Source: an optimization exercise on an open RTL-to-GDS flow (aim: small area). Production flows keep margins and buffers that such runs may drop.
Where RTL was checked, it was by simulation tests only, not by an equivalence proof against the original.
Only the layout flow was run in run 1; the RTL was not checked for function there.
Power and IR drop assume default switching activity.

`flow/config.mk`:
```
export PLATFORM = sky130hd
export DESIGN_NAME = fir_q15
export DESIGN_NICKNAME = fir_q15
export VERILOG_FILES = /design/flow/design.v
export SDC_FILE = /design/flow/constraint.sdc
export NUM_CORES = 4
export LEC_CHECK = 0
export CAP_MARGIN = 20
export CORE_MARGIN = 2
export CORE_UTILIZATION = 60
export SLEW_MARGIN = 20
```
`flow/constraint.sdc`:
```
create_clock -name core_clock -period 10.0 [get_ports {clk}]
set_input_delay 2.0000 -clock core_clock [delete_from_list [all_inputs] [get_ports {clk}]]
set_output_delay 2.0000 -clock core_clock [all_outputs]
set_load 0.01 [all_outputs]
```
`flow/design.v`:
```
module fir_mac_serial (
  input  logic               clk,
  input  logic               reset,
  input  logic               in_valid_i,
  output logic               in_ready_o,
  input  logic signed [15:0] in_data_i,
  input  logic               coef_we_i,
  input  logic [3:0]         coef_addr_i,
  input  logic signed [15:0] coef_data_i,
  output logic               coef_err_o,
  output logic               out_valid_o,
  output logic signed [15:0] out_data_o,
  output logic               busy_o
);
  localparam logic [2:0] S_INIT = 3'd0, S_IDLE = 3'd1, S_PEND = 3'd2,
                         S_COMP0 = 3'd3, S_COMP1 = 3'd4, S_OUTV = 3'd5;
  logic [2:0]   st;
  logic [7:0]   t;
  logic         cerr;
  logic [255:0] hq;
  logic [7:0]   xb [0:31];
  logic [4:0]   rh;
  logic [7:0]   rb, ra;
  logic         c;
  logic t255, hi6, hi7;
  assign t255 = (t == 8'hff);
  assign hi6  = (t[7:5] == 3'd6);
  assign hi7  = (t[7:5] == 3'd7);
  logic init, idle, pend, hold, splice, pre, c0, c1, mac, neg, outv;
  assign init   = (st == S_INIT);
  assign idle   = (st == S_IDLE);
  assign pend   = (st == S_PEND);
  assign hold   = pend && !(t[7] && t[6]);
  assign splice = pend && hi6;
  assign pre    = pend && hi7;
  assign c0     = (st == S_COMP0);
  assign c1     = (st == S_COMP1);
  assign mac    = c0 || c1;
  assign neg    = c1 && hi7;
  assign outv   = (st == S_OUTV);
  logic wr_ph, wr, acc;
  assign wr_ph      = (t[7:5] == 3'd0) && (t[4:1] == coef_addr_i);
  assign in_ready_o = idle && t[0] && !(t[7] && t[6]) && (!coef_we_i || wr_ph);
  assign busy_o     = !in_ready_o;
  assign wr         = coef_we_i && in_ready_o;
  assign acc        = in_valid_i && in_ready_o;
  logic hb;
  assign hb = c1 ? (t[0] ? hq[0] : hq[1]) : (t[0] ? hq[255] : hq[0]);
  logic       shift, cin, g;
  logic [7:0] rm, xo, sum;
  logic       co;
  assign shift = mac && (t[4:0] == 5'h1f) && !neg;
  assign g     = (mac && hb) || splice;
  assign rm    = (mac || hold) ? ra : 8'd0;
  assign xo    = idle ? in_data_i[15:8] :
                 g ? (xb[0] ^ {8{neg}}) :
                 {1'b0, pre && t[0], 6'd0};
  assign cin   = mac && (t[0] ? c : (neg && hb));
  assign {co, sum} = {1'b0, rm} + {1'b0, xo} + {8'd0, cin};
  logic [4:0] rhm, rhs;
  assign rhm = mac ? rh : 5'd0;
  assign rhs = rhm + {5{t[0] && xo[7]}} + {4'd0, t[0] && co};
  always_ff @(posedge clk) begin
    for (int q = 0; q < 255; q++) hq[q] <= hq[q+1];
    for (int m = 0; m < 8; m++) if (wr) hq[32*m+30] <= coef_data_i[(m+1)%8];
    for (int m = 0; m < 7; m++) if (wr) hq[32*m+31] <= coef_data_i[8+(m+1)%8];
    hq[255] <= wr ? coef_data_i[8] : init ? (t == 8'd0) : hq[0];
    for (int s = 0; s < 31; s++) xb[s] <= xb[s+1];
    xb[31] <= (init || splice) ? ra : xb[0];
    c  <= co;
    if (shift) begin
      rh <= {rhs[4], rhs[4:1]};
      rb <= {rhs[0], sum[7:1]};
      ra <= {sum[0], rb[7:1]};
    end else begin
      rh <= rhs;
      rb <= sum;
      ra <= idle ? in_data_i[7:0] : rb;
    end
  end
  always_ff @(posedge clk or posedge reset) begin
    if (reset) begin
      st   <= S_INIT;
      t    <= 8'd0;
      cerr <= 1'b0;
    end else begin
      t    <= t + 8'd1;
      cerr <= coef_we_i && !in_ready_o;
      case (st)
        S_INIT:  if (t255) st <= S_IDLE;
        S_IDLE:  if (acc) st <= S_PEND;
        S_PEND:  if (t255) st <= S_COMP0;
        S_COMP0: if (t255) st <= S_COMP1;
        S_COMP1: if (t255) st <= S_OUTV;
        default: st <= S_IDLE;
      endcase
    end
  end
  logic [20:0] r;
  logic        ovf;
  assign r           = {rh, rb, ra};
  assign ovf         = !((&r[20:15]) || !(|r[20:15]));
  assign out_data_o  = ovf ? {r[20], {15{!r[20]}}} : r[15:0];
  assign out_valid_o = outv;
  assign coef_err_o  = cerr;
endmodule
module fir_q15 (
  input  logic               clk,
  input  logic               reset,
  input  logic               in_valid_i,
  output logic               in_ready_o,
  input  logic signed [15:0] in_data_i,
  input  logic               coef_we_i,
  input  logic [3:0]         coef_addr_i,
  input  logic signed [15:0] coef_data_i,
  output logic               coef_err_o,
  output logic               out_valid_o,
  output logic signed [15:0] out_data_o,
  output logic               busy_o
);
  fir_mac_serial u_fir (
    .clk(clk), .reset(reset),
    .in_valid_i(in_valid_i), .in_ready_o(in_ready_o), .in_data_i(in_data_i),
    .coef_we_i(coef_we_i), .coef_addr_i(coef_addr_i), .coef_data_i(coef_data_i),
    .coef_err_o(coef_err_o),
    .out_valid_o(out_valid_o), .out_data_o(out_data_o), .busy_o(busy_o)
  );
endmodule
```
`flow/flow/run.sh`:
```
#!/bin/bash
# The standard layout, with the port buffers made from the smallest buffer cell
# and the clock tree built from fewer, larger sink clusters.
set -euo pipefail
export BUFFER_PORTS_ARGS="-buffer_cell sky130_fd_sc_hd__buf_1"
export CTS_ARGS="-sink_clustering_enable -repair_clock_nets -sink_clustering_size 20 -sink_clustering_max_diameter 60 -buf_list sky130_fd_sc_hd__clkbuf_8 -dont_use_dummy_load"
bash standard.sh > standard.log 2>&1
```
`flow/standard.sh`:
```
#!/bin/bash
# synth_recipe.tcl (not shown) runs the flow's synth.tcl, then flattens the netlist and writes it again
# the make line also repeats each setting of config.mk as NAME=value (left out here)
make -C /OpenROAD-flow-scripts/flow DESIGN_CONFIG=/design/flow/config.mk WORK_HOME=/design/flow/orfs CLKGATE_MAP_FILE= SYNTH_SCRIPT=/design/flow/synth_recipe.tcl "${@:-finish}"
```
==> results of run 1 <==
## flip-flops by register name, indices dropped and copies added, names as in the netlist
name / count
u_fir.t: 8
u_fir.hq: 256
u_fir.ra: 8
u_fir.rh: 5
u_fir.rb: 8
u_fir.cerr: 1
u_fir.st: 3
u_fir.c: 1
u_fir.xb: 256
## area by class of cell
| cell class | count | area, um2 | share of cell area, % |
|---|---|---|---|
| antenna | 1 | 2.502 | 0.01796 |
| clock buffer | 34 | 467.9 | 3.358 |
| inverter | 7 | 26.28 | 0.1886 |
| multi-input combinational | 243 | 1867 | 13.40 |
| sequential | 546 | 10990 | 78.87 |
| tap | 275 | 344.1 | 2.469 |
| timing repair buffer | 61 | 236.5 | 1.697 |
## path summary, 6_finish.rpt
kind,cells past startpoint,start,endpoint,slack (ps)
setup / recovery,18,u_fir.t[0]$_DFF_PP0_,u_fir.rh[3]$_DFF_P_,4500
setup reg to reg,18,u_fir.t[0]$_DFF_PP0_,u_fir.rh[3]$_DFF_P_,4500
hold reg to reg,0,u_fir.hq[71]$_DFF_P_,u_fir.hq[70]$_DFF_P_,300
hold / removal,0,u_fir.hq[71]$_DFF_P_,u_fir.hq[70]$_DFF_P_,300
max in group asynchronous,2,reset,u_fir.t[3]$_DFF_PP0_,8200
min in group asynchronous,2,reset,u_fir.t[2]$_DFF_PP0_,1440
## layout by cell type (no fill, tap or decap), drive strengths merged, types with 12 or more instances in the layout
master,Yosys,layout
mux2i,13,13
xnor2,18,18
ha,13,13
buf,9,61
nand2,15,15
clkbuf,5,34
mux2,27,27
o21ai,18,18
a21o,22,22
dfxtp,534,534
dfrtp,12,12
nor2,23,23
a21oi,20,20
## power groups by stage
| stage | sequential [mW] | clock, mW | combinational (mW) |
|---|---|---|---|
| final | 2.57 | 0.874 | 0.304 |
| after detailed placement | 2.62 | 0 | 0.306 |
| after CTS | 2.58 | 0.913 | 0.308 |
| after global routing | 2.61 | 0.991 | 0.338 |
| after floorplan | 2.58 | 0 | 0.221 |
| after global placement | 2.62 | 0 | 0.301 |
## cells by family after synthesis
| kind of cell | share of synthesized area [%] |
|---|---|
| mux | 3.345 |
| compound gates | 3.807 |
| flops | 84.67 |
| simple gates | 3.672 |
| fa+ha+maj | 1.870 |
| buf+inv | 1.022 |
| xor+xnor | 1.619 |
## metal layers
layer / GRT usage, % / vias up / routed length, um
li1: - / 2769 / -
met1: 22.29 / 2582 / 8450
met2: 23.00 / 103 / 7110
met3: 4.006 / 31 / 845
met4: 5.374 / 0 / 377
met5: 0 / - / 0
## critical path: cells and delay by family (launching register included)
kind            cells  cell delay (ps)
simple gates        2              600
xor+xnor            1              160
compound gates     10             1910
mux                 1              250
flops               1              690
fa+ha+maj           4             1770
==> reports/metrics.cfg, run 1 <==
[synth]
ys.flop_type=dfxtp_1
yosysTopAreaCellShare_pct=82.35
synth_area_um2=12980
async_flop_share_pct=2.198
synth_edf_count=0
post-synth-top-count-cell=dfxtp_1
ys_seq_area_share_pct=84.67
synth_warnings=2
syn_area_per_cell_um2=16.03
postSynthRegisterBits=546
netlist_instances=810
synthesis.nets=867
synth.distinct_cells=52
synth_top_cells_by_area=dfxtp_1 (82%), mux2_2 (2.3%), dfrtp_1 (2.3%)
synth_common_cells=dfxtp_1 (534), mux2_2 (27), a21o_1 (22), nor2_1 (22), xnor2_1 (18)
yosys.area.top_type=dfxtp_1

[detailed_routing]
wl_per_cell_um=14.38
routed_wl_um=16780
antenna_left=0
viasPerCell=4.700
drtIter0Drc=191
drtPass1Iterations=4
drc=0
via_count=5485

[global_route]
antenna_found_initial=1
overflow=0
grt_usage_pct=15.49
grt_max_degree=36
grt_pass1_wl_um=27610
grt_pass1_vias=5532

[pwr]
clkPwrFrac_pct=23.3
vdd_drop_max_uv=177.3
p_total_mw=3.752
power_leakage_nw=5.786
p_switching_mw=0.8339
powerDensity_nw_per_um2=269.3
p_int_mw=2.918
seqPwrFrac_pct=68.6
combPwrFrac_pct=8.1
p_sw_share_pct=22.22

[outcome]
status=no timing/DRC/antenna violations

[setup_path]
worst_path_max_delay_cell=dfrtp_1
end_kind=register
cp_data_arrival_time_ps=5910
critPathLaunchType=register
crit_type=register to register
cp_data_required_time_ps=10410
crit_fanout=15
critical-path-max-stage-delay_ps=690
crit_top_cell=fa_1
crit_path_cell_trace=mux2i_1, o22ai_1, nor2_1, o21ai_0, fa_1, fa_1, a211oi_1, o21ai_0, a21o_1, a21o_1, and2_1, fa_1, fa_1, a21o_1, a21oi_1, xnor2_1, a31oi_1, o31ai_2

[finish]
final_util_pct=65.87
nets=950
final_area_um2=13930
instances_no_fill=1167
syn_to_final_growth_pct=7.344
nFillCells=1521
drive_gt1_share_pct=8.418

[clock_tree]
clk_latency_ps=540
clock-sinks=546
cts_hold_buf=0
postCtsSetupBuffers=0
cts_root_buf=clkbuf_8
cts_tree=yes
htreeDepth=2
cts_buffer_depth=3
post_cts_resized=0
cts_made_buffers=34
cts.clk_slew.worst_paths_ps=110

[placement]
hpwl_um=10590
place_ws_ps=4036
placedCellCount=1132
port_buffers=59
place.gp.congestion=0.8772
place_area_um2=13460

[sta]
hold_ws_ps=301.9
grt_setup_unrepaired=no
tightestPinTransition_ps=1059
setup_ws_ps=4503
finalHoldViolCount=0
fin_crit_ps=5497
slew_viol_final=0
fin_crit_sh_pct=54.97
max-slew-margin-rel_pct=29.12
fmax_mhz=181.9
skew_ps=43.30
setup_violations=0
tns_ps=0

[hold_path]
hold_path.class=register to register

[floorplanning]
start_util_pct=61.37
core-area_um2=21150
die_h_um=151.1
die_w_um=151.1
row_count=53
io_pins=60
fp.dieArea_um2=22830

[run]
drv_cap=0

==> inputs of run 2 (changes only) <==
--- a/flow/design.v
+++ b/flow/design.v
@@ -56,7 +56,13 @@
                  g ? (xb[0] ^ {8{neg}}) :
                  {1'b0, pre && t[0], 6'd0};
   assign cin   = mac && (t[0] ? c : (neg && hb));
-  assign {co, sum} = {1'b0, rm} + {1'b0, xo} + {8'd0, cin};
+  logic [8:0] cy;
+  assign cy[0] = cin;
+  for (genvar b = 0; b < 8; b++) begin : g_add
+    assign sum[b]  = rm[b] ^ xo[b] ^ cy[b];
+    assign cy[b+1] = (rm[b] & xo[b]) | (rm[b] & cy[b]) | (xo[b] & cy[b]);
+  end
+  assign co = cy[8];
   logic [4:0] rhm, rhs;
   assign rhm = mac ? rh : 5'd0;
   assign rhs = rhm + {5{t[0] && xo[7]}} + {4'd0, t[0] && co};
==> run 2 against run 1 <==
  * Still clean on timing, DRC and antenna
  * Combinational power is about 20% lower
  * Register-to-register slack lost 990 ps
  * Global-route usage rose by 0.28 points
  * Design area shrank 0.85%
  * Hold slack got worse by 11 ps
  * Critical endpoint unchanged
==> reports/metrics.cfg, run 2 <==
[hold_path]
hold_start=u_fir.xb[10][0]$_DFF_P_
hold_end=u_fir.xb[9][0]$_DFF_P_
hold_depth=0
hold_path.class=register to register

[synth]
synth_top_cells_by_area=dfxtp_1 (83%), dfrtp_1 (2.3%), nand2_1 (1.6%)
synth_common_cells=dfxtp_1 (534), nand2_1 (56), a21oi_1 (29), o21ai_0 (29)
netlist_instances=846
postSynthRegisterBits=546
syn_area_per_cell_um2=15.20
ys_seq_area_share_pct=85.46
ys.flop_type=dfxtp_1
synth_area_um2=12860
yosysTopAreaCellShare_pct=83.12
post-synth-top-count-cell=dfxtp_1
synth_edf_count=0
yosys.area.top_type=dfxtp_1
synthesis.nets=902
synth.distinct_cells=44
async_flop_share_pct=2.198
synth_warnings=2

[setup_path]
worst_path_max_delay_cell=fa_1
critPathLaunch=in_data_i[8]
critPathTopFamily=adder cells
cp.buffers_inverters=4
cp_data_required_time_ps=10380
reg2reg_depth=23
crit_type=input pin to register
crit_path_cell_trace=buf_1, nand2_1, o21ai_0, fa_1, fa_1, fa_1, fa_1, fa_1, fa_1, inv_1, fa_1, inv_1, fa_1, and2_1, fa_1, inv_1, fa_1, nand2b_1, a21oi_1, xnor2_1, nor4_1, nand3b_1
end_kind=register
critPathLaunchType=input pin
r2r_start=u_fir.t[0]$_DFF_PP0_
critical-path-max-stage-delay_ps=450
r2r-end=u_fir.rh[3]$_DFF_P_
cp_data_arrival_time_ps=6890
crit_top_cell=fa_1
crit_fanout=3
r2r_setup_slack_ps=3510

[placement]
placedCellCount=1163
hpwl_um=10780
port_buffers=59
place.gp.congestion=0.8313

[detailed_routing]
drc=0
via_count=5515
drtIter0Drc=219
wl_per_cell_um=14.41
routed_wl_um=17250
drtPass1Iterations=5
viasPerCell=4.607
antenna_left=0

[global_route]
overflow=0
grt_pass1_vias=5649
antenna_found_initial=0
grt_usage_pct=15.78
grt_max_degree=27
grt_pass1_wl_um=28100

[clock_tree]
cts_tree=yes
cts_root_buf=clkbuf_8
htreeDepth=2
post_cts_resized=0
clock-sinks=546
clk_latency_ps=540
cts_hold_buf=0
cts_buffer_depth=3
cts.clk_slew.worst_paths_ps=110
cts_made_buffers=34
postCtsSetupBuffers=0

[run]
drv_cap=0

[floorplanning]
row_count=53
die_h_um=150.4
start_util_pct=61.18
fp.dieArea_um2=22620
io_pins=60
core-area_um2=21020
die_w_um=150.4

[sta]
setup_violations=0
max-slew-margin-rel_pct=29.62
fmax_mhz=153.7
grt_setup_unrepaired=no
fin_crit_sh_pct=65.06
slew_viol_final=0
finalHoldViolCount=0
skew_ps=50.97
fin_crit_ps=6506
tns_ps=0
tightestPinTransition_ps=1052

[pwr]
power_leakage_nw=5.594
vdd_drop_max_uv=165.8
powerDensity_nw_per_um2=264.7

[finish]
diodes=0
drive_gt1_share_pct=6.291
final_common_cell=dfxtp_1
reg_top3=u_fir.hq (256), u_fir.xb (256)
syn_to_final_growth_pct=7.423
nets=980
final_cell_mix=dfxtp_1 (534), buf_1 (59), nand2_1 (56), clkbuf_8 (34)
instances_no_fill=1197

[outcome]
status=no timing/DRC/antenna violations

[run 2: cell type report]
| cell class | count | area (um2) |
|---|---|---|
| multi-input cells | 256 | 1690 |
| clock buffers | 34 | 467.9 |
| fillers | 1501 | 7206 |
| repair buffers | 59 | 221.5 |
| inverters | 27 | 101.3 |
| well taps | 275 | 344.1 |
| flip-flops and latches | 546 | 10990 |
[run 2: layer usage]
layer	global-route usage [%]	part of all wire, %	vias up
met3	4.030	4.9	29
met2	24.02	43	90
li1	-	-	2806
met1	22.16	50	2590
met4	5.330	2.0	0
met5	0	0	-
[run 2: cell families after synthesis]
kind of cell               Yosys count  share of synthesized area (%)
muxes                               20                          1.712
and+or+nand+nor                    130                          4.825
AOI/OAI and AO/OA                   70                          3.074
DFF                                546                          85.46
xor gates and xnor gates            20                          1.362
adders and majority gates           16                          2.140
buffers and inverters               44                          1.430
[run 2: worst max-delay path by stage]
stage	to	cells after the start	slack, ps
floorplan	u_fir.rh[3]$_DFF_P_	21	3450
global placement	u_fir.rh[3]$_DFF_P_	22	3120
detailed placement	u_fir.rh[3]$_DFF_P_	22	3000
CTS	u_fir.rh[3]$_DFF_P_	23	3480
global route	u_fir.rh[3]$_DFF_P_	23	3100
finish	u_fir.rh[3]$_DFF_P_	22	3490
[run 2: through the flow]
stage          cell area, um2  hold slack, ps  worst slack, ps  util [%]  power (mW)
2_1_floorplan           12860           309.6             3448         -       2.719
4_1_cts                 13810           294.9             3475     65.70       3.701
3_5_place_dp            13340           312.1             3002     63.48       2.828
6_report                13820           290.6             3494     65.72       3.657
5_1_grt                 13820           292.2             3098     65.72       3.840
3_3_place_gp            13340           309.9             3116     63.48       2.823
[run 2: report_power, final]
part / switching [mW] / internal (mW) / total [mW]
logic: 0.158 / 0.0843 / 0.243
registers: 0.0819 / 2.46 / 2.54
clock network: 0.568 / 0.309 / 0.877
==> inputs of run 3 (changes only) <==
--- a/flow/design.v
+++ b/flow/design.v
@@ -51,10 +51,8 @@
   logic       co;
   assign shift = mac && (t[4:0] == 5'h1f) && !neg;
   assign g     = (mac && hb) || splice;
-  assign rm    = (mac || hold) ? ra : 8'd0;
-  assign xo    = idle ? in_data_i[15:8] :
-                 g ? (xb[0] ^ {8{neg}}) :
-                 {1'b0, pre && t[0], 6'd0};
+  assign rm    = (mac || hold) ? ra : idle ? in_data_i[15:8] : 8'd0;
+  assign xo    = g ? (xb[0] ^ {8{neg}}) : {1'b0, pre && t[0], 6'd0};
   assign cin   = mac && (t[0] ? c : (neg && hb));
   logic [8:0] cy;
   assign cy[0] = cin;
==> run 3 against run 2 <==
  * Via count fell by 3.9%
  * Still clean
  * Register-to-register slack better by 550 ps
  * Non-clock buffer count rose by 1
  * Synthesized cell count shrank 5.4%
  * Worst setup slack gained 350 ps
==> reports/metrics.cfg, run 3 <==
[setup_path]
critPathLaunchType=input pin
critical-path-max-stage-delay_ps=390
end_kind=register
crit_top_cell=fa_1
worst_path_max_delay_cell=fa_1
crit_path_cell_trace=buf_1, a22oi_1, fa_1, fa_1, inv_1, fa_1, fa_1, fa_1, fa_1, inv_1, fa_1, inv_1, fa_1, and2_1, fa_1, inv_1, fa_1, nand2b_1, a21oi_1, xor2_1, xnor2_1, mux2_1
cp_data_required_time_ps=10460
crit_fanout=2
crit_type=input pin to register
cp_data_arrival_time_ps=6620

[synth]
synth_warnings=2
ys_seq_area_share_pct=85.87
async_flop_share_pct=2.198
synth_edf_count=0
netlist_instances=800
postSynthRegisterBits=546
synth_area_um2=12800
yosys.area.top_type=dfxtp_1
synthesis.nets=856
synth.distinct_cells=44
ys.flop_type=dfxtp_1
synth_top_cells_by_area=dfxtp_1 (84%), dfrtp_1 (2.3%), mux2_2 (1.8%)
post-synth-top-count-cell=dfxtp_1
synth_common_cells=dfxtp_1 (534), a21oi_1 (36), nor2_1 (34)
syn_area_per_cell_um2=16.00
yosysTopAreaCellShare_pct=83.53

[sta]
max-slew-margin-rel_pct=39.57
tightestPinTransition_ps=898.2
setup_ws_ps=3844
tns_ps=0
hold_ws_ps=275.5
fin_crit_ps=6156
skew_ps=56.69
slew_viol_final=0
grt_setup_unrepaired=no
setup_violations=0
fmax_mhz=162.4
fin_crit_sh_pct=61.56
finalHoldViolCount=0

[finish]
drive_gt1_share_pct=7.192
ff_latch_area_um2=10990
final_cell_mix=dfxtp_1 (534), buf_1 (59), a21oi_1 (36), nor2_1 (33), clkbuf_8 (31)
final_common_cell=dfxtp_1
nets=934
reg_top3=u_fir.hq (256), u_fir.xb (256)
multi_input_area_um2=1612
instances_no_fill=1152
syn_to_final_growth_pct=7.147
nFillCells=1542

[placement]
port_buffers=59
place.gp.congestion=0.8107
hpwl_um=10270
place_ws_ps=3183
placedCellCount=1120

[global_route]
antenna_found_initial=2
grt_max_degree=34
grt_pass1_wl_um=27210
grt_pass1_vias=5516
overflow=0
grt_usage_pct=15.34

[detailed_routing]
drtIter0Drc=244
viasPerCell=4.602
via_count=5301
drc=0
routed_wl_um=16660
wl_per_cell_um=14.46
drtPass1Iterations=4
antenna_left=0

[floorplanning]
fp.dieArea_um2=22520
io_pins=60
row_count=53
die_h_um=150.1
start_util_pct=61.08
core-area_um2=20960
die_w_um=150.1

[outcome]
status=no timing/DRC/antenna violations

[clock_tree]
cts_buffer_depth=3
cts_made_buffers=31
post_cts_resized=0
clock-sinks=546
cts_hold_buf=0
cts_tree=yes
cts_root_buf=clkbuf_8
htreeDepth=1
postCtsSetupBuffers=0
clk_latency_ps=600
cts.clk_slew.worst_paths_ps=110

[pwr]
power_leakage_nw=5.577
powerDensity_nw_per_um2=262.9
vdd_drop_max_uv=180.5

[run]
drv_cap=0

[hold_path]
hold_path.class=register to register

-- run 3: changes by cell type in the layout (fill, tap and decap cells not counted), moves of 4 or more --
cell     delta
a22o_1      +6
nor2_1      +6
mux2_1     +11
mux2_2      +4
a21oi_1     +7
o21ai_0    -21
nand2_1    -47
-- run 3: layout make-up --
type	instances	share of cell area, %
diodes	1	0.01825
clock buffers	31	3.111
inverters	29	0.7938
multi-input cells	210	11.75
flip-flops and latches	546	80.15
well taps	275	2.509
repair buffers	60	1.670
-- run 3: metrics by stage --
step / utilization (%) / total power, mW / area [um2]
floorplan: - / 2.701 / 12800
global placement: 63.35 / 2.801 / 13280
detailed placement: 63.37 / 2.812 / 13280
CTS: 65.40 / 3.651 / 13710
global route: 65.43 / 3.774 / 13710
finish: 65.44 / 3.605 / 13710
-- run 3: worst paths after layout --
kind | slack (ps) | cells after the start | from | to
max | 3840 | 22 | in_data_i[8] | u_fir.rh[3]$_DFF_P_
min | 280 | 0 | u_fir.xb[9][6]$_DFF_P_ | u_fir.xb[8][6]$_DFF_P_
max reg2reg | 4060 | 24 | u_fir.st[0]$_DFFE_PP0P_ | u_fir.rh[3]$_DFF_P_
min reg2reg | 280 | 0 | u_fir.xb[9][6]$_DFF_P_ | u_fir.xb[8][6]$_DFF_P_
max in group asynchronous | 8190 | 2 | reset | u_fir.st[2]$_DFFE_PP0P_
min in group asynchronous | 1420 | 2 | reset | u_fir.t[1]$_DFF_PP0_
-- run 3: worst max-delay path: cells and delay by family --
family	cells	cell delay [ps]
xor+xnor	2	300
mux	1	300
compound gates	2	290
buf+inv	5	340
fa+ha+maj	10	3080
simple gates	2	300
-- run 3: layer usage --
metal	GRT usage [%]	up-vias	wire length (um)
met5	0	-	13
met3	3.720	43	890
li1	-	2668	-
met2	22.69	110	6831
met4	5.991	2	535
met1	21.99	2478	8386
-- run 3: cell families (layout without fill, tap and decap cells) --
family                   after synthesis  count (layout)  share of synthesized area [%]
buffers and inverters                 44             120                          1.603
flip-flops                           546             546                          85.87
AND/OR/NAND/NOR                       77              77                          3.070
adder cells (fa/ha/maj)               16              16                          2.151
multiplexers                          34              34                          2.962
XOR/XNOR                              20              20                          1.369
other                                  0               1                              0
AO/OA/AOI/OAI                         63              63                          2.972
-- run 3: where the power goes --
part / internal (mW) / total [mW] / switching [mW] / leakage [nW]
logic: 0.0970 / 0.239 / 0.142 / 0.866
clock network: 0.279 / 0.841 / 0.563 / 0.223
registers: 2.44 / 2.53 / 0.0877 / 4.49
total: 2.81 / 3.61 / 0.792 / 5.58
==> inputs of run 4 (changes only) <==
==> flow/run.sh (new file) <==
#!/bin/bash
# synth_recipe.tcl (not shown) runs the flow's synth.tcl, then flattens the netlist and writes it again
# the make line also repeats each setting of config.mk as NAME=value (left out here)
make -C /OpenROAD-flow-scripts/flow DESIGN_CONFIG=/design/flow/config.mk WORK_HOME=/design/flow/orfs CLKGATE_MAP_FILE= SYNTH_SCRIPT=/design/flow/synth_recipe.tcl finish
--- a/flow/config.mk
+++ b/flow/config.mk
@@ -8,4 +8,7 @@
 export CAP_MARGIN = 20
 export CORE_MARGIN = 2
 export CORE_UTILIZATION = 60
+export CTS_BUF_LIST = sky130_fd_sc_hd__clkbuf_8
+export CTS_CLUSTER_DIAMETER = 60
+export CTS_CLUSTER_SIZE = 20
 export SLEW_MARGIN = 20
removed: flow/flow/run.sh
removed: flow/standard.sh
==> run 4 against run 3 <==
  * Highest routed layer unchanged
  * Largest cell class unchanged
  * Largest power group unchanged
  * Flip-flop and latch count is the same
  * Sequential share of layout area decreased by 2.9 points
  * Critical path depth stayed put
==> reports/metrics.cfg, run 4 <==
[outcome]
status=no timing/DRC/antenna violations

[pwr]
power_leakage_nw=5.823
powerDensity_nw_per_um2=266.0
vdd_drop_max_uv=198.2
p_total_mw=3.786

[setup_path]
crit_fanout=2
cp_data_required_time_ps=10430
end_kind=register
critPathLaunchType=input pin
cp_data_arrival_time_ps=6980
crit_type=input pin to register
r2r_setup_slack_ps=3980

[hold_path]
hold_path.class=register to register

[synth]
synth_common_cells=dfxtp_1 (534), a21oi_1 (36), nor2_1 (34)
post-synth-top-count-cell=dfxtp_1
synth.distinct_cells=44
synth_warnings=2
syn_area_per_cell_um2=16.00
synthesis.nets=856
synth_compound_area_share_pct=2.972
synthAdderAreaFrac_pct=2.151
yosys.area.top_type=dfxtp_1
async_flop_share_pct=2.198
ys_seq_area_share_pct=85.87
postSynthRegisterBits=546
yosysTopAreaCellShare_pct=83.53
synthMuxAreaShare_pct=2.962
synth_edf_count=0
yosys.area_share.simple_pct=3.070
synth_top_family_by_area=simple AND/OR/NAND/NOR gates
ys.flop_type=dfxtp_1
synth-xor-area-share_pct=1.369
synth_area_um2=12800
netlist_instances=800
synth_top_cells_by_area=dfxtp_1 (84%), dfrtp_1 (2.3%), mux2_2 (1.8%)

[floorplanning]
start_util_pct=61.08
fp.dieArea_um2=22520
die_h_um=150.1
io_pins=60
die_w_um=150.1
row_count=53
core-area_um2=20960

[detailed_routing]
viasPerCell=4.618
wl_per_cell_um=14.45
drtIter0Drc=208
drc=0
via_count=5385
drtPass1Iterations=5
routed_wl_um=16850
antenna_left=0

[global_route]
grt_usage_pct=15.79
grt_pass1_wl_um=27830
grt_max_degree=34
overflow=0
antenna_found_initial=1
grt_pass1_vias=5421

[clock_tree]
cts_tree=yes
cts_buffer_depth=3
htreeDepth=2
postCtsSetupBuffers=0
cts_hold_buf=0
clock-sinks=546
clk_latency_ps=560
cts_made_buffers=34
cts.clk_slew.worst_paths_ps=110
cts_root_buf=clkbuf_8
post_cts_resized=0

[sta]
skew_ps=20.37
fin_crit_ps=6547
tightestPinTransition_ps=953.0
fin_crit_sh_pct=65.47
max-slew-margin-rel_pct=35.88
finalHoldViolCount=0
setup_ws_ps=3453
grt_setup_unrepaired=no
slew_viol_final=0
tns_ps=0
fmax_mhz=152.7
setup_violations=0

[placement]
place_area_um2=13650
place_ws_ps=2899
place.gp.congestion=0.7629
port_buffers=59
hpwl_um=10230

[finish]
nFillCells=1532
syn_to_final_growth_pct=11.21
reg_top3=u_fir.hq (256), u_fir.xb (256)
nets=937
ff_latch_area_um2=10990
drive_gt1_share_pct=8.305
final_cell_mix=dfxtp_1 (534), clkdlybuf4s50_1 (59), clkbuf_8 (37), a21oi_1 (36)
final_common_cell=dfxtp_1
diodes=0
multi_input_area_um2=1612
final_area_um2=14230

[run]
drv_cap=0

## run 4: cell counts after synthesis
No cell type changed its count.
## run 4: final cells by class
cell class	count	area share [%]
inverters	29	0.7648
multi-input cells	210	11.32
clock inverters	9	0.5011
well taps	275	2.417
flip-flops and latches	546	77.21
repair buffers	60	4.202
clock buffers	37	3.578
## run 4: cell families (layout without fill, tap and decap cells)
family	count (synthesis)	count (layout)
buffers and inverters	44	135
AOI/OAI and AO/OA	63	63
muxes	34	34
xor gates and xnor gates	20	20
adders and majority gates	16	16
DFF	546	546
and+or+nand+nor	77	77
## run 4: worst paths after layout
kind                                    startpoint                      end  cells past startpoint
max                                   in_data_i[8]      u_fir.rh[3]$_DFF_P_                     22
min                          u_fir.hq[110]$_DFF_P_    u_fir.hq[109]$_DFF_P_                      0
max reg2reg                u_fir.st[0]$_DFFE_PP0P_      u_fir.rh[3]$_DFF_P_                     23
min reg2reg                  u_fir.hq[110]$_DFF_P_    u_fir.hq[109]$_DFF_P_                      0
max in group asynchronous                    reset  u_fir.st[2]$_DFFE_PP0P_                      2
min in group asynchronous                    reset     u_fir.t[1]$_DFF_PP0_                      2
## run 4: routing by layer
| metal | track usage [%] | vias up | share of wire [%] |
|---|---|---|---|
| met5 | 0 | - | 0.095 |
| met2 | 22.47 | 105 | 41 |
| li1 | - | 2692 | - |
| met1 | 23.38 | 2549 | 51 |
| met3 | 3.872 | 37 | 5.3 |
| met4 | 6.179 | 2 | 2.3 |
## run 4: critical path, cell delays in order
cell	delay (ps)
clkdlybuf4s50_1	410
a22oi_1	230
fa_1	240
fa_1	170
inv_1	50
fa_1	370
fa_1	390
fa_1	390
fa_1	370
inv_1	70
fa_1	170
inv_1	50
fa_1	370
and2_1	180
fa_1	370
inv_1	90
fa_1	210
nand2b_1	120
a21oi_1	90
xor2_1	160
xnor2_1	170
mux2_1	320
## run 4: per-stage QoR
step	hold slack (ps)	cells	util [%]
after floorplan	309.6	800	-
after global placement	309.9	1120	65.11
after detailed placement	312.1	1120	65.13
after CTS	311.7	1166	67.90
after global routing	305.8	1166	67.92
final	310.7	1166	67.92
## run 4: report_power, final
| group | leakage, nW | internal (mW) | switching (mW) | total (mW) |
|---|---|---|---|---|
| sequential | 4.49 | 2.44 | 0.0870 | 2.52 |
| combinational | 1.02 | 0.161 | 0.143 | 0.304 |
| clock | 0.312 | 0.349 | 0.609 | 0.957 |
| total | 5.82 | 2.95 | 0.839 | 3.79 |

-- re-timing with driven ports --
Ports are ideal in the flow. The routed layouts listed here were re-timed in OpenROAD. Step 1: set_driving_cell puts a clkbuf_16 on clk and a buf_2 on each other input, an assumption about the parent block. Step 2 adds t to the input delays and takes it off the output delays; t is the mean of the earliest and latest rising clock arrival at the registers after step 1. Input paths then give back, and output paths get back, about the clock's delay inside the block. Three values: ideal, step 1, step 2; two values: the first two.
run | t (ns) | slack for setup (ns) | worst setup path after step 2 | worst slew at a driven data input, ns | cell pins on the clock port's net
run 1 | 0.551 | 4.503 / 4.503 / 3.986 | input to register | 0.07 | 1
run 2 | 0.557 | 3.494 / 3.506 / 2.950 | input to register | 0.05 | 1
run 3 | 0.613 | 3.844 / 3.855 / 3.241 | input to register | 0.08 | 1
run 4 | 0.583 | 3.453 / 3.468 / 2.886 | input to register | 0.06 | 1
After both steps every run listed still meets setup and hold. The setup slack of run 3, which loses most, moves by +0.011 ns with the drivers and by -0.603 ns with both steps.
